What follows belongs to an exercise in optimizing a design on an open flow for small area, a short achievable clock period and few clock cycles; a production flow would make more cautious choices.
The RTL was checked by simulation tests, not by an equivalence proof against the original design.
Power figures rest on the tool's default switching activity, not on a simulated workload.

==> flow/design.v (excerpt) <==
module priority_power_sequencer (
  input  logic                  clk,
  input  logic                  rst_n,
  input  logic                  in_valid,
  output logic                  in_stall,
  input  pps_pkg::in_t          in_data,
  output logic                  out_valid,
  input  logic                  out_stall,
  output pps_pkg::out_t         out_data,
  input  logic                  psel,
  input  logic                  penable,
  input  logic                  pwrite,
  input  logic [pps_pkg::PADDR_W-1:0] paddr,
  input  logic [31:0]           pwdata,
  output logic [31:0]           prdata,
  output logic                  pready
);
For scale: ~5400 cells after synthesis, about 720 flip-flops, roughly 300 I/O pins, about 49000 um^2 of cells after synthesis.
export LEC_CHECK = 0
export CAP_MARGIN = 20
export CORE_MARGIN = 2
export CORE_UTILIZATION = 50
export SETUP_SLACK_MARGIN = 3.0
export SLEW_MARGIN = 20
export TNS_END_PERCENT = 100
create_clock -name core_clock -period 8.0 [get_ports {clk}]
run.sh (not shown) runs the stock make flow with config.mk's settings and CLKGATE_MAP_FILE= SYNTH_SCRIPT=/design/flow/synth_recipe.tcl, a recipe that flattens the netlist after the stock synthesis.
The first run finished clean.
Testbench counts at the start, summed over its fixed seeds: cycles 16,209.
Next try:
SETUP_SLACK_MARGIN = 2.5   (was 3.0)
TNS_END_PERCENT = not set   (was 100)
Outcome: Hold slack is better by 0.0034 ns. Power came out lower slightly. Final area came out lower by a few percent. Setup slack is worse by 0.43 ns. Utilization came out lower by 1.4 points. Register-to-register slack is worse by 0.43 ns. Clock-buffer cell count came out higher by 3. Clock skew came out lower by 0.022 ns. Fmax came out lower by a little under a tenth. Via count came out lower slightly. Combinational power came out lower by a few percent.


## onyx
priority_power_sequencer again, from the RTL that the note above started with.
// priority_power_sequencer
module priority_power_sequencer (
  input  logic                  clk,
  input  logic                  rst_n,
  input  logic                  in_valid,
  output logic                  in_stall,
  input  pps_pkg::in_t          in_data,
  output logic                  out_valid,
  input  logic                  out_stall,
  output pps_pkg::out_t         out_data,
  input  logic                  psel,
  input  logic                  penable,
  input  logic                  pwrite,
  input  logic [pps_pkg::PADDR_W-1:0] paddr,
  input  logic [31:0]           pwdata,
  output logic [31:0]           prdata,
  output logic                  pready
);
  localparam int DIV_STEPS = 32 / DIV_BITS;
  localparam logic [1:0] TR_NONE = 2'd0, TR_OFF = 2'd1, TR_OFFF = 2'd2, TR_ON = 2'd3;
  localparam logic [1:0] PL_IDLE = 2'd0, PL_LOOP = 2'd1, PL_PLAN = 2'd2, PL_LOAD = 2'd3;
  logic [15:0] ids_r [MAX_NODES];
  logic [2:0]  pri_r [MAX_NODES];
  logic [15:0] up_r;           
  logic [15:0] zd_r;           
  logic [4:0]  cnt_r;
  logic [7:0]  present_r;
  ...
clock: 8.0 ns
lec_check: 0
cap_margin: 20
core_margin: 2
core_utilization: 50
setup_slack_margin: 3.0
slew_margin: 20
onyx completed; timing, DRC and antenna clean
Testbench counts of onyx, summed over its fixed seeds: cycles 16,209.
Edits applied to the flow inputs when going from onyx to fjord:
Settings: changing SETUP_SLACK_MARGIN from 3.0 to 1.5.
Notes after the runs:
- Clock network fraction of total power was higher in fjord than in onyx.
- Compare fjord and onyx | worst slew margin relative to its limit lower: fjord
- Setup WNS onyx -> fjord: worse
- The via count in fjord was lower than what onyx gave.
- fjord — worst-case reg-to-reg path depth 4 lower, onyx as reference
- Measured against each other, fjord and onyx differ in DRC violation total after the first TritonRoute iteration, the higher figure coming from onyx.
- Against onyx, global-route wire length before repair in fjord came out better.
- Delta(utilization, fjord - onyx) < 0
diff inputs: fjord => lagoon
Settings: CORE_UTILIZATION changed from 50 to 40; SETUP_SLACK_MARGIN changed from 1.5 to 3.0.
==> comparison <==
In summary, lagoon completed successfully, with a layout that passed the timing, design-rule and antenna checks. Going from fjord to lagoon, the die area was enlarged. Summary of lagoon over fjord: final-layout non-clock buffer area share shows an increase of 1.6 points; utilization shows a reduction of 9.7 points; post-route total power shows no meaningful change. Between fjord and lagoon, via count of the first global-routing pass increased. Standard cell core area grows by more than a quarter when moving from fjord to lagoon. Changes observed in lagoon relative to fjord: number of antenna violations at the first check in global routing now smaller, antenna diode instance count now sits lower.
Edits applied to the flow inputs when going from lagoon to cedar:
Settings: CORE_UTILIZATION: 40 -> 65; SETUP_SLACK_MARGIN: 3.0 -> 2.5.
### Flow results
- From lagoon to cedar the numbers moved as follows: number of global-route vias before repair rose about 8%, time the worst path needs with I/O delays and setup rose 0.60 ns, pin count of the biggest net entering global routing rose 4, floorplan die width fell 75 um, core utilization rose 27 points.
- Against lagoon, final total power in cedar fell slightly.

-- afterwards: timing with drivers on the ports --
How much do the figures lean on ideal ports? The routed layouts below were timed once more, with nothing changed but the port constraints. Step 1 (the two cells are an assumption about what drives the block):
set clk [get_ports {clk}]
set_driving_cell -lib_cell sky130_fd_sc_hd__clkbuf_16 $clk
set_driving_cell -lib_cell sky130_fd_sc_hd__buf_2 [delete_from_list [all_inputs] $clk]
Step 2 also shifts input and output timing later by t, the mid clock arrival at the registers, as if the neighbouring blocks saw the same clock. Three values: ideal, step 1, step 2; two values: the first two.
run	shift t [ns]	setup slack, ns	worst setup path at the end
the first run of note 1	0.760	2.922 / 2.922 / 2.347	input to register
the second run of note 1	0.746	2.490 / 2.490 / 1.832	input to register
onyx	0.760	2.922 / 2.922 / 2.347	input to register
fjord	0.750	1.515 / 1.515 / 1.193	input to register
lagoon	0.776	2.895 / 2.895 / 2.268	input to register
cedar	0.746	2.295 / 2.295 / 1.782	input to register
After both steps setup and hold are still met in every run listed. For the second run of note 1, which loses most, drivers alone change the setup slack by 0.000 ns; drivers and shift together by -0.658 ns.
